What follows belongs to an exercise in optimizing a design on an open flow for small area, a short achievable clock period and few clock cycles per item; a production flow would make more cautious choices.
Only simulation tests tie the RTL to the original design; equivalence was not proved.
Power figures rest on the tool's default switching activity, not on a simulated workload.

[design.v]
module sobel_stream_filter #(
  parameter int IMG_W = 224,
  parameter int IMG_H = 224,
  parameter int PIX_W = 8,
  parameter int SHIFT = 3
) (
  input  logic             fclk,
  input  logic             rst_n,
  input  logic             in_valid,
  output logic             in_ready,
  input  logic [PIX_W-1:0] in_pixel,
  input  logic             in_sof,
  output logic             out_valid,
  input  logic             out_ready,
  output logic [PIX_W-1:0] out_pixel,
  output logic             out_last,
  input  logic [1:0]       mode,
  input  logic [PIX_W+2:0] threshold
);
  localparam int CW   = (IMG_W > 1) ? $clog2(IMG_W) : 1;
  localparam int RW   = (IMG_H > 1) ? $clog2(IMG_H) : 1;
  localparam int NTAP = 4;                   
  localparam int TSP  = IMG_W / NTAP;        
  localparam int FW   = $clog2(TSP);         
  localparam int TW   = $clog2(NTAP);        
  localparam int SW   = 2 * PIX_W;           
  localparam int XW   = PIX_W + 2;           
  localparam int YW   = PIX_W + 1;           
  localparam int GW   = PIX_W + 3;           
  localparam int AW   = PIX_W + 2;           
  localparam int MW   = PIX_W + 3;           
  localparam int TH   = PIX_W + 3;           
  localparam int IQN  = 2;                   
  localparam int IW   = PIX_W + 3;           
  localparam int QN   = 3;                   
  localparam int KW = 12;
  function automatic logic [KW-1:0] ksadd(input logic [KW-1:0] a, input logic [KW-1:0] b,
                                          input logic cin);
    logic [KW-1:0] g, p, gn, pn;
    g    = a & b;
    p    = a ^ b;
    g[0] = g[0] | (p[0] & cin);
    for (int d = 1; d < KW; d = d * 2) begin
      gn = g;
      pn = p;
      for (int i = d; i < KW; i++) begin
        gn[i] = g[i] | (p[i] & g[i - d]);
        pn[i] = p[i] & p[i - d];
      end
      g = gn;
      p = pn;
    end
    ksadd = (a ^ b) ^ {g[KW-2:0], cin};
  endfunction
  logic           in_ready_q;
  logic [IQN-1:0] iv;                        
  logic [IW-1:0]  id [0:IQN-1];
  logic [IW-1:0]  inw;
  logic           acc, go;
  assign in_ready   = ir_port;
  assign in_ready_q = !nir_q;
  assign acc      = in_valid && in_ready_q && rst_n;
  assign inw      = {mode, in_sof, in_pixel};
  always_ff @(posedge fclk) begin
    if (!rst_n) begin
      iv <= '0;
    end else begin
      for (int i = 0; i < IQN; i++) begin
        if (go) begin
          if (i + 1 < IQN && iv[i + 1]) iv[i] <= 1'b1;
          else if (acc && iv[i])        iv[i] <= 1'b1;
          else                          iv[i] <= 1'b0;
        end else begin
          if (acc && !iv[i] && (i == 0 || iv[i - 1])) iv[i] <= 1'b1;
        end
      end
    end
  end
  always_ff @(posedge fclk) begin
    for (int i = 0; i < IQN; i++) begin
      if (go) begin
        if (i + 1 < IQN && iv[i + 1]) id[i] <= id[i + 1];
        else if (iv[i])               id[i] <= inw;
      end else begin
        if (!iv[i] && (i == 0 || iv[i - 1])) id[i] <= inw;
      end
    end
  end
  logic ir_nx, ir_port, nir_q;
  always_comb begin
    if (!rst_n)  ir_nx = 1'b1;
    else if (go) ir_nx = !(in_ready_q && iv[IQN - 1]);
    else         ir_nx = in_ready_q ? !iv[IQN - 2] : !iv[IQN - 1];
  end
  always_ff @(posedge fclk) begin
    nir_q   <= !ir_nx;
    ir_port <= ir_nx;
  end
  logic [PIX_W-1:0] hpix;
  logic             hsof;
  logic [1:0]       hmode;
  assign {hmode, hsof, hpix} = id[0];
  logic [CW-1:0] col_q, col_cur, col_nx;
  logic [RW-1:0] row_q, row_cur, row_nx;
  logic          c00_q, cge2_q, cend_q, rge2_q, rend_q, r00_q;
  logic          at00, emit, last_pix, room;
  logic [1:0]    mode_q;
  assign at00     = hsof || (c00_q && r00_q);
  assign emit     = !hsof && rge2_q && cge2_q;
  assign last_pix = !hsof && rend_q && cend_q;
  assign col_cur  = hsof ? '0 : col_q;
  assign row_cur  = hsof ? '0 : row_q;
  assign col_nx   = (!hsof && cend_q) ? '0 : col_cur + CW'(1);
  assign row_nx   = (!hsof && cend_q) ? (rend_q ? '0 : row_q + RW'(1)) : row_cur;
  always_ff @(posedge fclk) begin
    if (!rst_n) begin
      col_q  <= '0;
      row_q  <= '0;
      c00_q  <= 1'b1;
      r00_q  <= 1'b1;
      cge2_q <= 1'b0;
      rge2_q <= 1'b0;
      cend_q <= 1'b0;
      rend_q <= 1'b0;
      mode_q <= '0;
    end else if (go) begin
      if (hsof) mode_q <= hmode;
      col_q  <= col_nx;
      row_q  <= row_nx;
      c00_q  <= col_nx == '0;
      r00_q  <= row_nx == '0;
      cge2_q <= col_nx >= CW'(2);
      rge2_q <= row_nx >= RW'(2);
      cend_q <= col_nx == CW'(IMG_W - 1);
      rend_q <= row_nx == RW'(IMG_H - 1);
    end
  end
  logic [FW-1:0]   ef_q;                     
  logic [TW-1:0]   et_q;                     
  logic            ez_q;                     
  logic [NTAP-1:0] tsel;
  assign go = iv[0] && room && (at00 || ez_q);
  always_ff @(posedge fclk) begin
    if (!rst_n) begin
      ef_q <= '0;
      et_q <= '0;
      ez_q <= 1'b1;
    end else if (go) begin
      if (at00) begin
        ef_q <= '0;
        et_q <= '0;
        ez_q <= 1'b1;
      end
    end else begin
      if (ef_q == FW'(TSP - 1)) begin
        ef_q <= '0;
        et_q <= et_q + TW'(1);
      end else begin
        ef_q <= ef_q + FW'(1);
      end
      ez_q <= ef_q == FW'(TSP - 1);
    end
  end
  always_comb begin
    tsel = '0;
    if (at00) tsel[0] = 1'b1;
    else      tsel[et_q] = 1'b1;
  end
  logic [SW-1:0]    ring [0:IMG_W-1];
  logic [SW-1:0]    rd;
  logic [PIX_W-1:0] pa, pb, pc;              
  always_comb begin
    rd = '0;
    for (int j = 0; j < NTAP; j++) rd = rd | (ring[j * TSP] & {SW{et_q == TW'(j)}});
  end
  assign pa = rd[PIX_W-1:0];
  assign pb = rd[SW-1:PIX_W];
  assign pc = hpix;
  always_ff @(posedge fclk) begin
    for (int k = 0; k < IMG_W; k++) begin
      if (k % TSP == 1 % TSP && go && tsel[k / TSP])
        ring[k] <= {hpix, ring[k - 1][SW-1:PIX_W]};
      else
        ring[k] <= ring[(k + IMG_W - 1) % IMG_W];
    end
  end
  logic        [XW-1:0] x0, x1, x2, xs, xc, xb;
  logic signed [YW-1:0] y0, y1, y2;
  assign xb = XW'(pb) << 1;
  assign xs = XW'(pa) ^ xb ^ XW'(pc);
  assign xc = ((XW'(pa) & xb) | (XW'(pa) & XW'(pc)) | (xb & XW'(pc))) << 1;
  always_ff @(posedge fclk) begin
    if (go) begin
      x0 <= XW'(ksadd(KW'(xs), KW'(xc), 1'b0));
      y0 <= YW'(ksadd(KW'(pc), KW'(~{1'b0, pa}), 1'b1));
      x1 <= x0;
      x2 <= x1;
      y1 <= y0;
      y2 <= y1;
    end
  end
  logic       vA, lastA, vB, lastB;
  logic [1:0] modeA, modeB;
  always_ff @(posedge fclk) begin
    if (!rst_n) begin
      vA <= 1'b0;
      vB <= 1'b0;
    end else begin
      vA <= go && emit;
      vB <= vA;
    end
    lastA <= last_pix;
    modeA <= mode_q;
    lastB <= lastA;
    modeB <= modeA;
  end
  logic [GW-1:0] gx, ngx, gy, ys, yc, ya, yb, yd;
  logic [AW-1:0] axB, aycB;
  logic          syB;
  logic [KW-1:0] x0e, x2e;
  assign x0e = KW'(x0);
  assign x2e = KW'(x2);
  assign gx  = GW'(ksadd(x0e, ~x2e, 1'b1));
  assign ngx = GW'(ksadd(x2e, ~x0e, 1'b1));
  assign ya  = {{2{y0[YW-1]}}, y0};
  assign yb  = {y1[YW-1], y1, 1'b0};
  assign yd  = {{2{y2[YW-1]}}, y2};
  assign ys  = ya ^ yb ^ yd;
  assign yc  = ((ya & yb) | (ya & yd) | (yb & yd)) << 1;
  assign gy  = GW'(ksadd(KW'(ys), KW'(yc), 1'b0));
  always_ff @(posedge fclk) begin
    axB  <= gx[GW-1] ? ngx[AW-1:0] : gx[AW-1:0];
    aycB <= gy[AW-1:0] ^ {AW{gy[GW-1]}};
    syB  <= gy[GW-1];
  end
  logic [TH-1:0]    thr_q;
  logic [TH:0]      thn, cs, cc;
  logic [MW-1:0]    mag, ay, sel;
  logic [TH:0]      cmp;
  logic [PIX_W-1:0] res;
  always_ff @(posedge fclk) thr_q <= threshold;
  assign thn = ~{1'b0, thr_q};
  assign mag = MW'(ksadd(KW'(axB), KW'(aycB), syB));
  assign ay  = MW'(ksadd(KW'(aycB), '0, syB));
  assign cs  = (TH+1)'(axB) ^ (TH+1)'(aycB) ^ thn;
  assign cc  = {((TH+1)'(axB) & (TH+1)'(aycB)) | ((TH+1)'(axB) & thn) | ((TH+1)'(aycB) & thn), syB};
  assign cmp = (TH+1)'(ksadd(KW'(cs), KW'(cc[TH:0]), 1'b1));
  always_comb begin
    case (modeB)
      2'd2:    sel = MW'(axB);
      2'd3:    sel = ay;
      default: sel = mag;
    endcase
    if (modeB == 2'd1) res = {PIX_W{!cmp[TH]}};
    else               res = sel[SHIFT +: PIX_W];
  end
  logic [QN-1:0]  qv;                        
  logic [PIX_W:0] qd [0:QN-1];
  logic           pop;
  assign pop = qv[0] && out_ready;
  always_ff @(posedge fclk) begin
    if (!rst_n) begin
      qv <= '0;
    end else begin
      for (int i = 0; i < QN; i++) begin
        if (pop) begin
          if (i + 1 < QN && qv[i + 1]) qv[i] <= 1'b1;
          else if (vB && qv[i])        qv[i] <= 1'b1;
          else                         qv[i] <= 1'b0;
        end else begin
          if (vB && !qv[i] && (i == 0 || qv[i - 1])) qv[i] <= 1'b1;
        end
      end
    end
  end
  always_ff @(posedge fclk) begin
    for (int i = 0; i < QN; i++) begin
      if (pop) begin
        if (i + 1 < QN && qv[i + 1]) qd[i] <= qd[i + 1];
        else if (qv[i])              qd[i] <= {lastB, res};
      end else begin
        if (!qv[i] && (i == 0 || qv[i - 1])) qd[i] <= {lastB, res};
      end
    end
  end
  logic [PIX_W:0] oq, head_nx;
  always_comb begin
    if (pop) head_nx = (qv[1]) ? qd[1] : {lastB, res};
    else     head_nx = (qv[0]) ? qd[0] : {lastB, res};
  end
  always_ff @(posedge fclk) oq <= head_nx;
  logic ov;
  always_ff @(posedge fclk) ov <= rst_n && (vB || (pop ? qv[1] : qv[0]));
  assign out_valid = ov;
  assign out_pixel = oq[PIX_W-1:0];
  assign out_last  = oq[PIX_W];
  logic [1:0] inflight;
  assign inflight = 2'(vA) + 2'(vB);
  assign room     = pop ? (inflight == 2'd0 || !qv[QN - inflight])
                        : !qv[QN - 1 - inflight];
endmodule
[flow/run.sh]
#!/bin/bash
set -euo pipefail
bash standard.sh finish SETUP_SLACK_MARGIN=7.2 > make_finish.log 2>&1
[standard.sh]
#!/bin/bash
# synth_recipe.tcl (not shown) runs the flow's synth.tcl, then flattens the netlist and writes it again
# the make line also repeats each setting of config.mk as NAME=value (left out here)
make -C /OpenROAD-flow-scripts/flow DESIGN_CONFIG=/design/flow/config.mk WORK_HOME=/design/flow/orfs CLKGATE_MAP_FILE= SYNTH_SCRIPT=/design/flow/synth_recipe.tcl "${@:-finish}"
[config.mk]
export PLATFORM = sky130hd
export DESIGN_NAME = sobel_stream_filter
export DESIGN_NICKNAME = sobel_stream_filter
export VERILOG_FILES = /design/flow/design.v
export SDC_FILE = /design/flow/constraint.sdc
export NUM_CORES = 4
export LEC_CHECK = 0
export ABC_CLOCK_PERIOD_IN_PS = 2000
export CAP_MARGIN = 20
export CORE_MARGIN = 2
export CORE_UTILIZATION = 60
export CTS_CLUSTER_DIAMETER = 100
export CTS_CLUSTER_SIZE = 30
export SETUP_SLACK_MARGIN = 5
export SLEW_MARGIN = 20
[constraint.sdc]
create_clock -name core_clock -period 10.0 [get_ports {fclk}]
set_input_delay 2.0000 -clock core_clock [delete_from_list [all_inputs] [get_ports {fclk}]]
set_output_delay 2.0000 -clock core_clock [all_outputs]
set_load 0.01 [all_outputs]
==> key figures <==
Placement
  – Number of port buffers: 36
  – DP Area: 0.08640 mm²
  – RePlAce Congestion: 0.7815
  – Detailed Place HPWL: 59,540 µm

Finish
  – Fin nets: 5,125
  – Reg area: 0.07668 mm²
  – Most frequent cells in the layout: dfxtp_1, clkbuf_16, edfxtp_1
  – Layout area overhead: 11.23%
  – Most common cell after layout, fill and taps aside: dfxtp_1
  – Area of the multi-input gates: 0.007760 mm²
  – Filler cells: 9,571
  – Share of post-route cells with drive strength above 1: 11.07%
  – Final Instance Area: 0.09304 mm²

Critical path
  – Worst EP required: 8.00 ns
  – Crit Path Class: flip-flop to output port
  – Type of origin of the critical path: flip-flop
  – WP data arrival: 1.30 ns
  – Crit-path leading delay family: flip-flops
  – Critical path buffers and inverters: 1
  – Crit-path cells: buf_6
  – Crit-path max cell delay: 0.37 ns
  – CP max stage cell: dfxtp_4
  – CP Max Fanout: 1
  – CP Capture Type: output port

Routing
  – Routed Antenna Nets: 0
  – Routed wire length: 104,900 µm
  – Number of DRC markers in iteration 0: 1,618
  – # DRC: 0
  – Vias: 30,760
  – DRT Pass-1 Iters: 5
  – WL/cell: 15.22 µm
  – Via/cell ratio: 4.461

Yosys
  – EDFF count, synth: 103
  – Post-synthesis cell type count: 76
  – Cells taking the most area after synthesis: dfxtp_1, edfxtp_1, ha_1, mux2_2, fa_1
  – Yosys warns: 12
  – Register area share after synthesis: 91.63%
  – Post-synthesis cell count: 4,732
  – Synthesized area: 0.08365 mm²
  – Flops & latches, synth: 3,777
  – Ys flop type: dfxtp_1
  – Leading area contributor after synthesis: dfxtp_1
  – Synth Area per Inst: 17.68 µm²
  – Share of the synthesized area in the top cell type: 87.93%
  – Synth async-reset ratio: 0%

Flow run
  – Max_cap viols: 0

Timing
  – Final Hold Fails: 0
  – Worst slew pin tran: 0.8792 ns
  – Fmax: 0.3033 GHz
  – Final Cycle Share: 32.97%
  – Fin crit period: 3.297 ns
  – Worst slew margin: 41.38%
  – Pins Over Slew Limit: 0
  – Final setup vio count: 0
  – Clock skew: 0.03564 ns
  – Setup TNS Final: 0 ns
  – RSZ-0062 raised after global routing: true

Clock tree
  – CTS tree: yes
  – Worst-Skew Late Latency: 0.80 ns
  – Clock slew at reported path FFs: 0.11 ns
  – Clock Path Buffers: 3
  – CTS Buf Count: 144
  – Clk sinks: 3,777
  – Root buffer cell: clkbuf_16
  – H-Tree Depth: 4

Floorplan
  – Die Ht: 377.4 µm
  – Die area: 0.1424 mm²
  – Initial Utilization: 60.17%
  – Boundary Pins: 37
  – Std-Cell Rows: 137
  – Chip width: 377.4 µm
  – Core Area: 0.1390 mm²

Power and ir drop
  – Clock share of power: 28.6%
  – Cell-internal power: 0.01885 W
  – VDD IR max: 0.1854 mV
  – Comb pwr share: 6.1%
  – Sequential power share: 65.3%
  – Pleak: 37.07 nW
  – Sw frac: 20.79%
  – PwrDens: 255.8 mW/mm²
  – P_sw: 0.004947 W

GRT
  – Global-route wire length before repair: 161,500 µm
  – All-layer global routing usage: 14.60%
  – Vias in the first global route: 29,440
  – Largest net degree at the start of global routing: 32
  – Initial antenna violation count: 5
  – GRT overflow: 0

Worst hold path
  – Type of the most critical hold path: flip-flop to flip-flop

Status
  – Outcome: finished clean
synth_stat cells (all sizes together) (13+ instances only):
master and count:
nor3 13, mux2 80, edfxtp 103, a21o 13, xor2 21, xnor2 31
a31oi 14, nor2 60, dfxtp 3674, a22o 13, a22oi 24, nand3 32
fa 28, clkbuf 35, nand2 80, inv 91, buf 15, ha 81
o21ai 68, a21oi 82
sequential cells by signal, indices dropped and copies added, names as in the netlist, 2 cells and up:
name    flops
ring     3584
qd         27
id         22
thr_q      11
axB        10
aycB       10
oq          9
x0          9
x1          9
x2          9
y0          9
y1          9
y2          9
col_q       8
row_q       8
ef_q        6
qv          3
et_q        2
iv          2
modeA       2
modeB       2
mode_q      2
kinds of logic after synthesis:
kind of cell / Yosys count / synth area share [%]
mux: 89 / 1.319
xor+xnor: 52 / 0.5445
flops: 3777 / 91.63
buf+inv: 141 / 0.7045
fa+ha+maj: 109 / 1.882
other cells: 1 / 0.004483
compound gates: 311 / 2.414
simple gates: 252 / 1.502
power groups by stage:
stage | logic [W] | registers, W | clock network [W]
floorplan | 0.000755 | 0.0158 | 0
global placement | 0.00102 | 0.0159 | 0
detailed placement | 0.00103 | 0.0159 | 0
CTS | 0.00127 | 0.0155 | 0.00707
global route | 0.00159 | 0.0156 | 0.00758
finish | 0.00145 | 0.0155 | 0.00681
per-stage QoR:
stage	setup WS (ns)	util [%]	hold slack, ns	power, W	std cells
CTS	6.614	66.06	0.3071	0.02388	6853
global placement	4.694	62.15	0.3095	0.01690	6607
floorplan	6.107	-	0.3096	0.01658	4740
finish	6.703	66.92	0.3054	0.02380	6896
global route	6.636	66.91	0.3146	0.02475	6890
detailed placement	4.645	62.15	0.3121	0.01691	6607
per-layer routing:
layer  track usage (%)  routed length, µm  up-vias
met5                 0                 13        -
met4             5.336               3137        2
met1             22.33              55620    14670
li1                  -                  -    15560
met3             2.855               3496      187
met2             20.66              42660      341
cell type report:
cell class	instances	share of cell area [%]
multi-input cells	829	8.341
inverters	91	0.4021
diodes	6	0.01614
repair buffers	147	2.055
flip-flops and latches	3777	82.42
well taps	1876	2.523
clock buffers	157	4.041
clock inverters	13	0.2017
timing repair:
| item | CTS | global route |
|---|---|---|
| endpoints found under the setup margin | 280 | 238 |
| gates resized for setup | 225 | 153 |
| pin swaps | 43 | 68 |
| hold buffers | 0 | 0 |
| buffers inserted | 62 | 24 |
| gates cloned | 14 | 13 |
final timing paths:
kind / startpoint / to / slack, ns / cells past startpoint
max: ir_port$_DFF_P_ / in_ready / 6.70 / 1
min: ring[171][0]$_DFF_P_ / ring[172][0]$_DFF_P_ / 0.31 / 0
min reg2reg: ring[171][0]$_DFF_P_ / ring[172][0]$_DFF_P_ / 0.31 / 0
max reg2reg: et_q[1]$_SDFFE_PN0P_ / x0[8]$_DFFE_PP_ / 6.79 / 14
Testbench counts, summed over its fixed seeds: cycles 401,428, pixels 394,272.

## what the ideal ports hide
In the flow no input, the clock included, has a driving cell. The finished layout below was timed again as built, in two steps.
Step 1 assumes that a clkbuf_16 drives the clock port and a buf_2 every other input.
Step 2, shift: input delay + t, output delay - t, t = (earliest + latest rising clock arrival at the registers) / 2. This alone moves slack from input paths to output paths.
Slacks: ideal / step 1 / step 2; pairs: ideal / step 1.
t (ns): 0.858
setup slack, ns: 6.703 / 6.630 / 5.939
worst hold slack (ns): 0.305 / 0.305 / 0.305
After both steps setup and hold are still met in this run. For this run, drivers alone change the setup slack by -0.073 ns; drivers and shift together by -0.764 ns.
